Context: an optimization exercise on an open-source flow, tuned for small area. The choices shown serve that exercise and are no tape-out recipe.
In this exercise RTL edits were held to simulation tests only and were not proved equivalent to the original.
No activity file was given, so power comes from the tool's default toggle rates.

==> design/flow/design.v <==
package tlr_pkg;
    localparam int COORD_BITS = 9;
    localparam int THICK_BITS = 8;
    localparam int COLOR_BITS = 16;
    localparam int WIN_BITS   = 10;
    localparam int COUNT_BITS = 17;
    localparam int ERR_BITS   = COORD_BITS + 1;
    localparam int IN_BITS    = 4 * COORD_BITS + THICK_BITS + COLOR_BITS;
    localparam int IN_BYTES   = (IN_BITS + 7) / 8;
    localparam int OUT_BITS   = 4 * WIN_BITS + COUNT_BITS + COLOR_BITS;
    localparam int OUT_BYTES  = (OUT_BITS + 7) / 8;
    localparam logic ACT_LOAD = 1'b0;
    localparam logic ACT_STEP = 1'b1;
    typedef logic [COORD_BITS-1:0] t_coord;
endpackage
module tlr_line_setup
(
    input  tlr_pkg::t_coord                 i_x0,
    input  tlr_pkg::t_coord                 i_y0,
    input  tlr_pkg::t_coord                 i_x1,
    input  tlr_pkg::t_coord                 i_y1,
    output tlr_pkg::t_coord                 o_x,       
    output tlr_pkg::t_coord                 o_y,
    output tlr_pkg::t_coord                 o_dmaj,    
    output tlr_pkg::t_coord                 o_dmin,    
    output logic [tlr_pkg::ERR_BITS-1:0]    o_err,     
    output logic                            o_ymaj,
    output logic                            o_mneg     
);
    logic [tlr_pkg::COORD_BITS:0] dx;
    logic [tlr_pkg::COORD_BITS:0] dy;
    logic [tlr_pkg::COORD_BITS:0] e;
    tlr_pkg::t_coord              adx;
    tlr_pkg::t_coord              ady;
    logic                         sx;
    logic                         sy;
    logic                         swap;
    always_comb begin
        dx   = {1'b0, i_x1} - {1'b0, i_x0};
        dy   = {1'b0, i_y1} - {1'b0, i_y0};
        sx   = dx[tlr_pkg::COORD_BITS];
        sy   = dy[tlr_pkg::COORD_BITS];
        adx  = sx ? tlr_pkg::COORD_BITS'(-dx) : dx[tlr_pkg::COORD_BITS-1:0];
        ady  = sy ? tlr_pkg::COORD_BITS'(-dy) : dy[tlr_pkg::COORD_BITS-1:0];
        e    = {1'b0, ady} - {1'b0, adx};
        o_ymaj = !e[tlr_pkg::COORD_BITS];
        o_dmaj = o_ymaj ? ady : adx;
        o_dmin = o_ymaj ? adx : ady;
        o_err  = {2'b11, ~o_dmaj[tlr_pkg::COORD_BITS-1:1]};
        o_mneg = sx ^ sy;
        swap   = o_ymaj ? sy : sx;
        o_x    = swap ? i_x1 : i_x0;
        o_y    = swap ? i_y1 : i_y0;
    end
endmodule
module tlr_step_unit
(
    input  tlr_pkg::t_coord                 i_x,
    input  tlr_pkg::t_coord                 i_y,
    input  tlr_pkg::t_coord                 i_rem,
    input  logic [tlr_pkg::ERR_BITS-1:0]    i_err,
    input  tlr_pkg::t_coord                 i_dmin,
    input  tlr_pkg::t_coord                 i_ddif,
    input  logic                            i_ymaj,
    input  logic                            i_mneg,
    input  logic                            i_fresh,   
    output tlr_pkg::t_coord                 o_x,
    output tlr_pkg::t_coord                 o_y,
    output tlr_pkg::t_coord                 o_rem,
    output logic [tlr_pkg::ERR_BITS-1:0]    o_err,
    output tlr_pkg::t_coord                 o_ddif,    
    output logic                            o_straight,
    output logic                            o_done
);
    logic pos;
    logic xmove;
    logic ymove;
    always_comb begin
        o_straight = (i_dmin == '0);
        o_done     = o_straight || (i_rem == '0);
        pos        = !i_err[tlr_pkg::ERR_BITS-1];
        xmove      = !i_ymaj || pos;
        ymove      = i_ymaj || pos;
        o_x   = i_x + {{(tlr_pkg::COORD_BITS-1){xmove && i_ymaj && i_mneg}}, xmove};
        o_y   = i_y + {{(tlr_pkg::COORD_BITS-1){ymove && !i_ymaj && i_mneg}}, ymove};
        o_rem = i_rem - 1'b1;
        o_ddif = i_rem - i_dmin;
        o_err = i_err + ((pos && !i_fresh) ? ~{1'b0, i_ddif} : {1'b0, i_dmin}) + (pos && !i_fresh);
    end
endmodule
module tlr_count_mul(input [7:0] a, input [8:0] b, output [16:0] p);
    wire pp_0_0, pp_0_1, pp_0_2, pp_0_3, pp_0_4, pp_0_5, pp_0_6, pp_0_7, pp_0_8, pp_1_0, pp_1_1, pp_1_2, pp_1_3, pp_1_4, pp_1_5, pp_1_6, pp_1_7, pp_1_8, pp_2_0, pp_2_1, pp_2_2, pp_2_3, pp_2_4, pp_2_5, pp_2_6, pp_2_7, pp_2_8, pp_3_0, pp_3_1, pp_3_2, pp_3_3, pp_3_4, pp_3_5, pp_3_6, pp_3_7, pp_3_8, pp_4_0, pp_4_1, pp_4_2, pp_4_3, pp_4_4, pp_4_5, pp_4_6, pp_4_7, pp_4_8, pp_5_0, pp_5_1, pp_5_2, pp_5_3, pp_5_4, pp_5_5, pp_5_6, pp_5_7, pp_5_8, pp_6_0, pp_6_1, pp_6_2, pp_6_3, pp_6_4, pp_6_5, pp_6_6, pp_6_7, pp_6_8, pp_7_0, pp_7_1, pp_7_2, pp_7_3, pp_7_4, pp_7_5, pp_7_6, pp_7_7, pp_7_8, hs1, hc1, fs2, fc2, hs3, hc3, fs4, fc4, fs5, fc5, hs6, hc6, fs7, fc7, fs8, fc8, hs9, hc9, fs10, fc10, fs11, fc11, fs12, fc12, hs13, hc13, fs14, fc14, hs15, hc15, fs16, fc16, fs17, fc17, fs18, fc18, fs19, fc19, fs20, fc20, fs21, fc21, fs22, fc22, fs23, fc23, fs24, fc24, fs25, fc25, fs26, fc26, fs27, fc27, fs28, fc28, fs29, fc29, fs30, fc30, hs31, hc31, fs32, fc32, fs33, fc33, fs34, fc34, fs35, fc35, fs36, fc36, fs37, fc37, fs38, fc38, fs39, fc39, fs40, fc40, fs41, fc41, fs42, fc42, hs43, hc43, fs44, fc44, fs45, fc45, fs46, fc46, fs47, fc47, fs48, fc48, fs49, fc49, fs50, fc50, fs51, fc51, fs52, fc52, fs53, fc53, fs54, fc54, fs55, fc55, fs56, fc56;
    assign pp_0_0 = a[0] & b[0];
    assign pp_0_1 = a[0] & b[1];
    assign pp_0_2 = a[0] & b[2];
    assign pp_0_3 = a[0] & b[3];
    assign pp_0_4 = a[0] & b[4];
    assign pp_0_5 = a[0] & b[5];
    assign pp_0_6 = a[0] & b[6];
    assign pp_0_7 = a[0] & b[7];
    assign pp_0_8 = a[0] & b[8];
    assign pp_1_0 = a[1] & b[0];
    assign pp_1_1 = a[1] & b[1];
    assign pp_1_2 = a[1] & b[2];
    assign pp_1_3 = a[1] & b[3];
    assign pp_1_4 = a[1] & b[4];
    assign pp_1_5 = a[1] & b[5];
    assign pp_1_6 = a[1] & b[6];
    assign pp_1_7 = a[1] & b[7];
    assign pp_1_8 = a[1] & b[8];
    assign pp_2_0 = a[2] & b[0];
    assign pp_2_1 = a[2] & b[1];
    assign pp_2_2 = a[2] & b[2];
    assign pp_2_3 = a[2] & b[3];
    assign pp_2_4 = a[2] & b[4];
    assign pp_2_5 = a[2] & b[5];
    assign pp_2_6 = a[2] & b[6];
    assign pp_2_7 = a[2] & b[7];
    assign pp_2_8 = a[2] & b[8];
    assign pp_3_0 = a[3] & b[0];
    assign pp_3_1 = a[3] & b[1];
    assign pp_3_2 = a[3] & b[2];
    assign pp_3_3 = a[3] & b[3];
    assign pp_3_4 = a[3] & b[4];
    assign pp_3_5 = a[3] & b[5];
    assign pp_3_6 = a[3] & b[6];
    assign pp_3_7 = a[3] & b[7];
    assign pp_3_8 = a[3] & b[8];
    assign pp_4_0 = a[4] & b[0];
    assign pp_4_1 = a[4] & b[1];
    assign pp_4_2 = a[4] & b[2];
    assign pp_4_3 = a[4] & b[3];
    assign pp_4_4 = a[4] & b[4];
    assign pp_4_5 = a[4] & b[5];
    assign pp_4_6 = a[4] & b[6];
    assign pp_4_7 = a[4] & b[7];
    assign pp_4_8 = a[4] & b[8];
    assign pp_5_0 = a[5] & b[0];
    assign pp_5_1 = a[5] & b[1];
    assign pp_5_2 = a[5] & b[2];
    assign pp_5_3 = a[5] & b[3];
    assign pp_5_4 = a[5] & b[4];
    assign pp_5_5 = a[5] & b[5];
    assign pp_5_6 = a[5] & b[6];
    assign pp_5_7 = a[5] & b[7];
    assign pp_5_8 = a[5] & b[8];
    assign pp_6_0 = a[6] & b[0];
    assign pp_6_1 = a[6] & b[1];
    assign pp_6_2 = a[6] & b[2];
    assign pp_6_3 = a[6] & b[3];
    assign pp_6_4 = a[6] & b[4];
    assign pp_6_5 = a[6] & b[5];
    assign pp_6_6 = a[6] & b[6];
    assign pp_6_7 = a[6] & b[7];
    assign pp_6_8 = a[6] & b[8];
    assign pp_7_0 = a[7] & b[0];
    assign pp_7_1 = a[7] & b[1];
    assign pp_7_2 = a[7] & b[2];
    assign pp_7_3 = a[7] & b[3];
    assign pp_7_4 = a[7] & b[4];
    assign pp_7_5 = a[7] & b[5];
    assign pp_7_6 = a[7] & b[6];
    assign pp_7_7 = a[7] & b[7];
    assign pp_7_8 = a[7] & b[8];
    assign hs1 = pp_0_5 ^ pp_1_4;
    assign hc1 = pp_0_5 & pp_1_4;
    assign fs2 = pp_0_6 ^ pp_1_5 ^ pp_2_4;
    assign fc2 = (pp_0_6 & pp_1_5) | (pp_2_4 & (pp_0_6 ^ pp_1_5));
    assign hs3 = pp_3_3 ^ pp_4_2;
    assign hc3 = pp_3_3 & pp_4_2;
    assign fs4 = pp_0_7 ^ pp_1_6 ^ pp_2_5;
    assign fc4 = (pp_0_7 & pp_1_6) | (pp_2_5 & (pp_0_7 ^ pp_1_6));
    assign fs5 = pp_3_4 ^ pp_4_3 ^ pp_5_2;
    assign fc5 = (pp_3_4 & pp_4_3) | (pp_5_2 & (pp_3_4 ^ pp_4_3));
    assign hs6 = pp_6_1 ^ pp_7_0;
    assign hc6 = pp_6_1 & pp_7_0;
    assign fs7 = pp_0_8 ^ pp_1_7 ^ pp_2_6;
    assign fc7 = (pp_0_8 & pp_1_7) | (pp_2_6 & (pp_0_8 ^ pp_1_7));
    assign fs8 = pp_3_5 ^ pp_4_4 ^ pp_5_3;
    assign fc8 = (pp_3_5 & pp_4_4) | (pp_5_3 & (pp_3_5 ^ pp_4_4));
    assign hs9 = pp_6_2 ^ pp_7_1;
    assign hc9 = pp_6_2 & pp_7_1;
    assign fs10 = pp_1_8 ^ pp_2_7 ^ pp_3_6;
    assign fc10 = (pp_1_8 & pp_2_7) | (pp_3_6 & (pp_1_8 ^ pp_2_7));
    assign fs11 = pp_4_5 ^ pp_5_4 ^ pp_6_3;
    assign fc11 = (pp_4_5 & pp_5_4) | (pp_6_3 & (pp_4_5 ^ pp_5_4));
    assign fs12 = pp_2_8 ^ pp_3_7 ^ pp_4_6;
    assign fc12 = (pp_2_8 & pp_3_7) | (pp_4_6 & (pp_2_8 ^ pp_3_7));
    assign hs13 = pp_0_3 ^ pp_1_2;
    assign hc13 = pp_0_3 & pp_1_2;
    assign fs14 = pp_0_4 ^ pp_1_3 ^ pp_2_2;
    assign fc14 = (pp_0_4 & pp_1_3) | (pp_2_2 & (pp_0_4 ^ pp_1_3));
    assign hs15 = pp_3_1 ^ pp_4_0;
    assign hc15 = pp_3_1 & pp_4_0;
    assign fs16 = hs1 ^ pp_2_3 ^ pp_3_2;
    assign fc16 = (hs1 & pp_2_3) | (pp_3_2 & (hs1 ^ pp_2_3));
    assign fs17 = pp_4_1 ^ pp_5_0 ^ a[5];
    assign fc17 = (pp_4_1 & pp_5_0) | (a[5] & (pp_4_1 ^ pp_5_0));
    assign fs18 = hc1 ^ fs2 ^ hs3;
    assign fc18 = (hc1 & fs2) | (hs3 & (hc1 ^ fs2));
    assign fs19 = pp_5_1 ^ pp_6_0 ^ a[6];
    assign fc19 = (pp_5_1 & pp_6_0) | (a[6] & (pp_5_1 ^ pp_6_0));
    assign fs20 = fc2 ^ hc3 ^ fs4;
    assign fc20 = (fc2 & hc3) | (fs4 & (fc2 ^ hc3));
    assign fs21 = fs5 ^ hs6 ^ a[7];
    assign fc21 = (fs5 & hs6) | (a[7] & (fs5 ^ hs6));
    assign fs22 = fc4 ^ fc5 ^ hc6;
    assign fc22 = (fc4 & fc5) | (hc6 & (fc4 ^ fc5));
    assign fs23 = fs7 ^ fs8 ^ hs9;
    assign fc23 = (fs7 & fs8) | (hs9 & (fs7 ^ fs8));
    assign fs24 = fc7 ^ fc8 ^ hc9;
    assign fc24 = (fc7 & fc8) | (hc9 & (fc7 ^ fc8));
    assign fs25 = fs10 ^ fs11 ^ pp_7_2;
    assign fc25 = (fs10 & fs11) | (pp_7_2 & (fs10 ^ fs11));
    assign fs26 = fc10 ^ fc11 ^ fs12;
    assign fc26 = (fc10 & fc11) | (fs12 & (fc10 ^ fc11));
    assign fs27 = pp_5_5 ^ pp_6_4 ^ pp_7_3;
    assign fc27 = (pp_5_5 & pp_6_4) | (pp_7_3 & (pp_5_5 ^ pp_6_4));
    assign fs28 = fc12 ^ pp_3_8 ^ pp_4_7;
    assign fc28 = (fc12 & pp_3_8) | (pp_4_7 & (fc12 ^ pp_3_8));
    assign fs29 = pp_5_6 ^ pp_6_5 ^ pp_7_4;
    assign fc29 = (pp_5_6 & pp_6_5) | (pp_7_4 & (pp_5_6 ^ pp_6_5));
    assign fs30 = pp_4_8 ^ pp_5_7 ^ pp_6_6;
    assign fc30 = (pp_4_8 & pp_5_7) | (pp_6_6 & (pp_4_8 ^ pp_5_7));
    assign hs31 = pp_0_2 ^ pp_1_1;
    assign hc31 = pp_0_2 & pp_1_1;
    assign fs32 = hs13 ^ pp_2_1 ^ pp_3_0;
    assign fc32 = (hs13 & pp_2_1) | (pp_3_0 & (hs13 ^ pp_2_1));
    assign fs33 = hc13 ^ fs14 ^ hs15;
    assign fc33 = (hc13 & fs14) | (hs15 & (hc13 ^ fs14));
    assign fs34 = fc14 ^ hc15 ^ fs16;
    assign fc34 = (fc14 & hc15) | (fs16 & (fc14 ^ hc15));
    assign fs35 = fc16 ^ fc17 ^ fs18;
    assign fc35 = (fc16 & fc17) | (fs18 & (fc16 ^ fc17));
    assign fs36 = fc18 ^ fc19 ^ fs20;
    assign fc36 = (fc18 & fc19) | (fs20 & (fc18 ^ fc19));
    assign fs37 = fc20 ^ fc21 ^ fs22;
    assign fc37 = (fc20 & fc21) | (fs22 & (fc20 ^ fc21));
    assign fs38 = fc22 ^ fc23 ^ fs24;
    assign fc38 = (fc22 & fc23) | (fs24 & (fc22 ^ fc23));
    assign fs39 = fc24 ^ fc25 ^ fs26;
    assign fc39 = (fc24 & fc25) | (fs26 & (fc24 ^ fc25));
    assign fs40 = fc26 ^ fc27 ^ fs28;
    assign fc40 = (fc26 & fc27) | (fs28 & (fc26 ^ fc27));
    assign fs41 = fc28 ^ fc29 ^ fs30;
    assign fc41 = (fc28 & fc29) | (fs30 & (fc28 ^ fc29));
    assign fs42 = fc30 ^ pp_5_8 ^ pp_6_7;
    assign fc42 = (fc30 & pp_5_8) | (pp_6_7 & (fc30 ^ pp_5_8));
    assign hs43 = pp_0_1 ^ pp_1_0;
    assign hc43 = pp_0_1 & pp_1_0;
    assign fs44 = hs31 ^ pp_2_0 ^ a[2];
    assign fc44 = (hs31 & pp_2_0) | (a[2] & (hs31 ^ pp_2_0));
    assign fs45 = hc31 ^ fs32 ^ a[3];
    assign fc45 = (hc31 & fs32) | (a[3] & (hc31 ^ fs32));
    assign fs46 = fc32 ^ fs33 ^ a[4];
    assign fc46 = (fc32 & fs33) | (a[4] & (fc32 ^ fs33));
    assign fs47 = fc33 ^ fs34 ^ fs17;
    assign fc47 = (fc33 & fs34) | (fs17 & (fc33 ^ fs34));
    assign fs48 = fc34 ^ fs35 ^ fs19;
    assign fc48 = (fc34 & fs35) | (fs19 & (fc34 ^ fs35));
    assign fs49 = fc35 ^ fs36 ^ fs21;
    assign fc49 = (fc35 & fs36) | (fs21 & (fc35 ^ fs36));
    assign fs50 = fc36 ^ fs37 ^ fs23;
    assign fc50 = (fc36 & fs37) | (fs23 & (fc36 ^ fs37));
    assign fs51 = fc37 ^ fs38 ^ fs25;
    assign fc51 = (fc37 & fs38) | (fs25 & (fc37 ^ fs38));
    assign fs52 = fc38 ^ fs39 ^ fs27;
    assign fc52 = (fc38 & fs39) | (fs27 & (fc38 ^ fs39));
    assign fs53 = fc39 ^ fs40 ^ fs29;
    assign fc53 = (fc39 & fs40) | (fs29 & (fc39 ^ fs40));
    assign fs54 = fc40 ^ fs41 ^ pp_7_5;
    assign fc54 = (fc40 & fs41) | (pp_7_5 & (fc40 ^ fs41));
    assign fs55 = fc41 ^ fs42 ^ pp_7_6;
    assign fc55 = (fc41 & fs42) | (pp_7_6 & (fc41 ^ fs42));
    assign fs56 = fc42 ^ pp_6_8 ^ pp_7_7;
    assign fc56 = (fc42 & pp_6_8) | (pp_7_7 & (fc42 ^ pp_6_8));
    wire [16:0] r1 = {1'b0, fc56, fc55, fc54, fc53, fc52, fc51, fc50, fc49, fc48, fc47, fc46, fc45, fc44, hc43, hs43, pp_0_0};
    wire [16:0] r2 = {1'b0, pp_7_8, fs56, fs55, fs54, fs53, fs52, fs51, fs50, fs49, fs48, fs47, fs46, fs45, fs44, a[1], a[0]};
    assign p = r1 + r2;
endmodule
module thick_line_rasterizer_top
(
    input  logic                   i_clk,
    input  logic                   i_rst_n,
    input  logic                   s_axis_tvalid,
    output logic                   s_axis_tready,
    input  logic [8*tlr_pkg::IN_BYTES-1:0]  s_axis_tdata,
    input  logic                   s_axis_tuser,
    output logic                   m_axis_tvalid,
    input  logic                   m_axis_tready,
    output logic [8*tlr_pkg::OUT_BYTES-1:0] m_axis_tdata,
    output logic                   m_axis_tlast
);
    localparam int CB = tlr_pkg::COORD_BITS;
    localparam int TB = tlr_pkg::THICK_BITS;
    localparam int WB = tlr_pkg::WIN_BITS;
    logic                          r_pend;
    logic                          r_busy;
    logic                          r_fresh;     
    tlr_pkg::t_coord               r_x;
    tlr_pkg::t_coord               r_y;
    tlr_pkg::t_coord               r_rem;
    logic [tlr_pkg::ERR_BITS-1:0]  r_err;
    tlr_pkg::t_coord               r_dmin;
    tlr_pkg::t_coord               r_ddif;
    logic                          r_ymaj;
    logic                          r_mneg;
    logic [TB-1:0]                 r_thick;
    logic [tlr_pkg::COLOR_BITS-1:0] r_color;
    logic                          r_out_valid;
    tlr_pkg::t_coord               r_out_col;
    tlr_pkg::t_coord               r_out_row;
    tlr_pkg::t_coord               r_out_len;
    logic                          r_out_hspan;
    logic                          r_out_vspan;
    logic [TB-1:0]                 r_out_thick;
    logic [tlr_pkg::COLOR_BITS-1:0] r_out_color;
    logic                          r_out_last;
    tlr_pkg::t_coord               set_x, set_y, set_dmaj, set_dmin;
    logic [tlr_pkg::ERR_BITS-1:0]  set_err;
    logic                          set_ymaj, set_mneg;
    tlr_pkg::t_coord               nxt_x, nxt_y, nxt_rem, nxt_ddif;
    logic [tlr_pkg::ERR_BITS-1:0]  nxt_err;
    logic                          straight;
    logic                          done;
    logic                          accept;
    logic                          load;
    logic                          step;
    logic                          busy_next;
    tlr_line_setup u_setup (
        .i_x0   (s_axis_tdata[CB-1:0]),
        .i_y0   (s_axis_tdata[2*CB-1:CB]),
        .i_x1   (s_axis_tdata[3*CB-1:2*CB]),
        .i_y1   (s_axis_tdata[4*CB-1:3*CB]),
        .o_x    (set_x),
        .o_y    (set_y),
        .o_dmaj (set_dmaj),
        .o_dmin (set_dmin),
        .o_err  (set_err),
        .o_ymaj (set_ymaj),
        .o_mneg (set_mneg)
    );
    tlr_step_unit u_step (
        .i_x        (r_x),
        .i_y        (r_y),
        .i_rem      (r_rem),
        .i_err      (r_err),
        .i_dmin     (r_dmin),
        .i_ddif     (r_ddif),
        .i_ymaj     (r_ymaj),
        .i_mneg     (r_mneg),
        .i_fresh    (r_fresh),
        .o_x        (nxt_x),
        .o_y        (nxt_y),
        .o_rem      (nxt_rem),
        .o_err      (nxt_err),
        .o_ddif     (nxt_ddif),
        .o_straight (straight),
        .o_done     (done)
    );
    assign s_axis_tready = !r_pend || !r_out_valid || m_axis_tready;
    assign accept        = s_axis_tvalid && s_axis_tready && i_rst_n;
    assign load          = accept && (s_axis_tuser == tlr_pkg::ACT_LOAD);
    assign step          = r_pend && (!r_out_valid || m_axis_tready);
    assign busy_next     = load || (step ? !done : r_busy);
    always_ff @(posedge i_clk) begin
        if (!i_rst_n) begin
            r_pend      <= 1'b0;
            r_busy      <= 1'b0;
            r_out_valid <= 1'b0;
        end else begin
            if (s_axis_tready) begin
                r_pend <= s_axis_tvalid && (s_axis_tuser == tlr_pkg::ACT_STEP) && busy_next;
            end
            r_busy <= busy_next;
            if (step) begin
                r_out_valid <= 1'b1;
            end else if (m_axis_tready) begin
                r_out_valid <= 1'b0;
            end
        end
    end
    always_ff @(posedge i_clk) begin
        r_fresh <= load;
        if (r_fresh) begin
            r_ddif <= nxt_ddif;
        end
        if (load) begin
            r_x     <= set_x;
            r_y     <= set_y;
            r_rem   <= set_dmaj;
            r_err   <= set_err;
            r_dmin  <= set_dmin;
            r_ymaj  <= set_ymaj;
            r_mneg  <= set_mneg;
            r_thick <= s_axis_tdata[4*CB+TB-1:4*CB];
            r_color <= s_axis_tdata[tlr_pkg::IN_BITS-1:4*CB+TB];
        end else if (step) begin
            r_x     <= nxt_x;
            r_y     <= nxt_y;
            r_rem   <= nxt_rem;
            r_err   <= nxt_err;
        end else if (r_fresh) begin
            r_err   <= nxt_err;
        end
        if (step) begin
            r_out_col   <= r_x;
            r_out_row   <= r_y;
            r_out_len   <= r_rem;
            r_out_hspan <= straight && !r_ymaj;
            r_out_vspan <= straight && r_ymaj;
            r_out_thick <= r_thick;
            r_out_color <= r_color;
            r_out_last  <= done;
        end
    end
    logic [WB-1:0]                  w_minus1;
    logic [WB-1:0]                  col_ext;
    logic [WB-1:0]                  row_ext;
    logic [WB-1:0]                  col_last;
    logic [WB-1:0]                  row_last;
    logic [CB-1:0]                  mul_b;
    logic [tlr_pkg::COUNT_BITS-1:0] count;
    always_comb begin
        w_minus1 = WB'(r_out_thick) - WB'(1);
        col_ext  = r_out_hspan ? WB'(r_out_len) : w_minus1;
        row_ext  = r_out_vspan ? WB'(r_out_len) : w_minus1;
        col_last = WB'(r_out_col) + col_ext;
        row_last = WB'(r_out_row) + row_ext;
        mul_b    = (r_out_hspan || r_out_vspan) ? r_out_len : w_minus1[CB-1:0];
    end
    tlr_count_mul u_mul (
        .a (r_out_thick),
        .b (mul_b),
        .p (count)
    );
    assign m_axis_tvalid = r_out_valid;
    assign m_axis_tlast  = r_out_last;
    assign m_axis_tdata  = {(8*tlr_pkg::OUT_BYTES-tlr_pkg::OUT_BITS)'(0), r_out_color, count,
                            row_last, col_last, WB'(r_out_row), WB'(r_out_col)};
endmodule
==> design/flow/flow/synth.tcl <==
proc synth {args} { yosys synth -nofsm -noshare {*}$args }
proc abc {args} {
  set i [lsearch $args -script]
  if {$i >= 0} { lset args [expr {$i + 1}] $::env(MY_ABC_SCRIPT) }
  yosys abc {*}$args
}
if {[info exists ::env(MY_NO_FA)] && $::env(MY_NO_FA)} {
  proc extract_fa {args} { }
}
source $::env(SCRIPTS_DIR)/synth.tcl
# left out here: clear keep_hierarchy, flatten, clean up, hide names made inside functions, write 1_2_yosys.v
==> design/flow/flow/abc_area.script <==
strash
&get -n
&deepsyn -T 30
&put
dch -f
amap -F 3 -A 8
topo
==> design/flow/flow/run.sh <==
#!/bin/bash
# Own layout flow: the standard synthesis with one change, its ABC mapping script (a deeper,
# area-oriented one, and no separate full-adder extraction), then the standard layout with
# smaller port buffers (buf_1) and a clock tree of clkbuf_8 without dummy loads. Registers
# come out exactly as in the standard synthesis. Each tool's output goes to a log file of its own in
# this folder.
set -euo pipefail
W=$PWD
F=$W/flow
export MY_ABC_SCRIPT=${MY_ABC_SCRIPT:-$F/abc_area.script}
export MY_NO_FA=${MY_NO_FA:-1}
bash standard.sh SYNTH_SCRIPT=$F/synth.tcl \
    "BUFFER_PORTS_ARGS=-buffer_cell sky130_fd_sc_hd__buf_1" \
    "CTS_ARGS=-sink_clustering_enable -repair_clock_nets -dont_use_dummy_load -buf_list sky130_fd_sc_hd__clkbuf_8 -root_buf sky130_fd_sc_hd__clkbuf_8" \
    finish > $W/flow_make.log 2>&1
==> design/flow/config.mk <==
export PLATFORM = sky130hd
export DESIGN_NAME = thick_line_rasterizer_top
export DESIGN_NICKNAME = thick_line_rasterizer_top
export VERILOG_FILES = /design/flow/design.v
export SDC_FILE = /design/flow/constraint.sdc
export NUM_CORES = 4
export LEC_CHECK = 0
export CAP_MARGIN = 20
export CORE_MARGIN = 2
export CORE_UTILIZATION = 40
export PLACE_DENSITY = 0.6
export SLEW_MARGIN = 20
==> design/flow/standard.sh <==
#!/bin/bash
# synth_recipe.tcl (not shown) runs the flow's synth.tcl, then flattens the netlist and writes it again
# the make line also repeats each setting of config.mk as NAME=value (left out here)
make -C /OpenROAD-flow-scripts/flow DESIGN_CONFIG=/design/flow/config.mk WORK_HOME=/design/flow/orfs CLKGATE_MAP_FILE= SYNTH_SCRIPT=/design/flow/synth_recipe.tcl "${@:-finish}"
==> design/flow/constraint.sdc <==
create_clock -name core_clock -period 8.0 [get_ports {i_clk}]
set_input_delay 1.6000 -clock core_clock [delete_from_list [all_inputs] [get_ports {i_clk}]]
set_output_delay 1.6000 -clock core_clock [all_outputs]
set_load 0.01 [all_outputs]
==> impl_metrics.toml <==
[outcome]
outcome = "complete, no violations"

[worst_setup_path]
cpMostUsedCell = "nor2_1"
cp_slowest_cell = "edfxtp_1"
worstSetupStartpointType = "register"
worstPathArrival_ns = 5.85
crit_required_ns = 6.40
criticalPathCategory = "register to output pin"
r2r_cells = 21
crit_path_max_incr_delay_ns = 0.43
path_max_fanout = 8
worstSetupEndpointType = "output pin"

[timing]
setup_viol = 0
finalCriticalPeriod_ns = 7.45
rsz0062_at_grt = "true"
setup_ws_ns = 0.547
finClkSkew_ns = 0.0252
relSlewSlack_pct = 48.3
hold_viol = 0
final_max_slew_viol_count = 0
max_freq_ghz = 0.134
period_share_pct = 93.2
tightestPinTransition_ns = 0.775

[clock_network]
cts_sinks = 139
cts-hold-fix-buffers = 0
clk_latency_ns = 0.44
cts_max_path_buffers = 2
cts_tree = "yes"
cts-root-buf = "clkbuf_8"
htreeDepth = 4
cts.clk_slew.worst_paths_ns = 0.08
cts_buffers = 17

[placement]
hpwl_um = 18900
gp_congestion = 0.844
port_buffers = 138
place_area_um2 = 10500
pre_cts_slack_ns = 0.421

[global_route]
grt-ovfl-total = 0
grt_usage_pct = 19.9
first_global_vias = 7777
antenna_found_initial = 0
grt_max_degree = 65
grt_pass1_wl_um = 38500

[routing]
route.detailed.drc = 0
wl_met2_um = 12000
via_per_inst = 5.29
maxUsedRoutingLayer = "met4"
drtIter0Drc = 511
met3_length_um = 998
vias = 9147
drt_wl_total_um = 24600
wire_per_inst_um = 14.2
m1WireLength_um = 11000
firstDrtPassIters = 5
antenna_left = 0

[logic_synthesis]
ys_warn_count = 3
netlist_instances = 1215
yosysSeqAreaShare_pct = 43.9
synthArstFlopShare_pct = 0
synth_edf_count = 133
syn_avg_cell_area_um2 = 7.72
syn_area_um2 = 9380
ys_ff_latch = 139
synth_cell_type_count = 32
ys.flop_type = "edfxtp_1"

[die]
die_w_um = 157
core_um2 = 23300
design.die.area_um2 = 24700
fp.dieH_um = 157
initial_core_util_pct = 40.3
io_pins = 152
fp-row-count = 56

[finish]
fillers = 2347
final_area_um2 = 11100
layout_common_cells = "259 x nor2_1, 148 x o21ai_0, 137 x buf_1"
num_antenna_cells = 0
areaGrowthSynthToFinish_pct = 18.4
final_common_cell = "nor2_1"
drive_gt1_share_pct = 9.21
final_net_count = 1482

[power_and_ir_drop]
ir_worst_vdd_mv = 0.101
p_per_area_nw_per_um2 = 175
leakagePower_uw = 0.00379
p_total_uw = 1940

[worst_hold_path]
hold_path_depth = 0
hold_class = "register to register"

[run]
cap_violations = 0
-- layout make-up --
cell class	instances	area [um2]	area share, %
Sequential cell	139	4110	37.1
Multi-Input combinational cell	971	5110	46.0
Timing Repair Buffer	180	838	7.56
Clock buffer	17	234	2.11
Tap cell	319	399	3.60
Inverter	104	402	3.62
-- registers in the layout, summed over array words and instances (netlist names), 8 cells and up --
| name | cells |
|---|---|
| r_color | 16 |
| r_out_color | 16 |
| r_err | 10 |
| r_ddif | 9 |
| r_dmin | 9 |
| r_out_col | 9 |
| r_out_len | 9 |
| r_out_row | 9 |
| r_rem | 9 |
| r_x | 9 |
| r_y | 9 |
| r_out_thick | 8 |
| r_thick | 8 |
-- worst paths after layout --
check	startpoint	to	slack [ns]
setup reg to reg	r_fresh	r_err[9]	4.54
hold / removal	r_thick[3]	r_out_thick[3]	0.40
setup / recovery	r_out_thick[1]	m_axis_tdata[55]	0.55
hold reg to reg	r_thick[3]	r_out_thick[3]	0.40
-- what timing repair did --
action	CTS	global route
pin swaps	1	23
resized for setup	8	96
setup endpoints to repair	1	5
buffers inserted	1	15
-- metal layers --
metal  vias to the layer above  GRT usage, %
met1                      4109          25.5
met5                         -             0
met4                         0          7.06
met2                       174          34.1
li1                       4833             -
met3                        31          3.00
-- per-stage QoR --
step	instances	utilization [%]	hold WS, ns	TNS, ns
final	1730	47.7	0.405	0
after detailed placement	1697	45.0	0.405	0
after global routing	1730	47.7	0.413	-0.0848
after CTS	1715	46.1	0.403	0
after floorplan	1223	-	0.400	0
after global placement	1697	45.0	0.401	0
-- Yosys cell counts (all sizes together) (14+ instances only) --
master  number  area [um2]
a21oi      152         761
clkinv     104         390
edfxtp     133        3990
nor2       275        1030
o221ai      24         210
a21o        32         240
o22ai       75         469
o22a        17         149
o21a        23         173
a22oi       14         105
nand2      131         492
o21ai      178         891
-- logic make-up (layout without fill, tap and decap cells) --
kind of cell / Yosys count / count (layout) / synth area share, %
compound gates: 528 / 528 / 33.2
simple gates: 433 / 433 / 17.9
flops: 139 / 139 / 43.9
buf+inv: 113 / 301 / 4.88
other cells: 1 / 9 / 0.0400
xor+xnor: 1 / 1 / 0.0934
-- power breakdown --
group	switching (uW)	total, uW	internal, uW
sequential	31.7	905	873
clock	224	411	187
combinational	401	628	227
total	657	1940	1290
-- critical path: cells and delay by family, from the launching register on --
kind | cells | cell delay [ns]
buffers and inverters | 5 | 0.53
and+or+nand+nor | 24 | 2.46
DFF | 1 | 0.43
AOI/OAI and AO/OA | 10 | 1.99

what the ideal ports hide:
No port has a modelled driver above. Below, the same layout with a new extraction and two added sets of constraints.
Step 1 assumes that a clkbuf_16 drives the clock port and a buf_2 every other input.
Step 2 adds t to the input delays and takes it off the output delays; t is the mean of the earliest and latest rising clock arrival at the registers after step 1. Input paths then give back, and output paths get back, about the clock's delay inside the block.
a / b / c = no drivers / after step 1 / after step 2; a / b = the first two.
shift t [ns]: 0.469
setup slack, ns: 0.547 / 0.504 / 0.657
worst data-port slew with drivers (ns): 0.05
After both steps setup and hold are still met in this run. For this run, drivers alone change the setup slack by -0.043 ns; drivers and shift together by +0.110 ns.
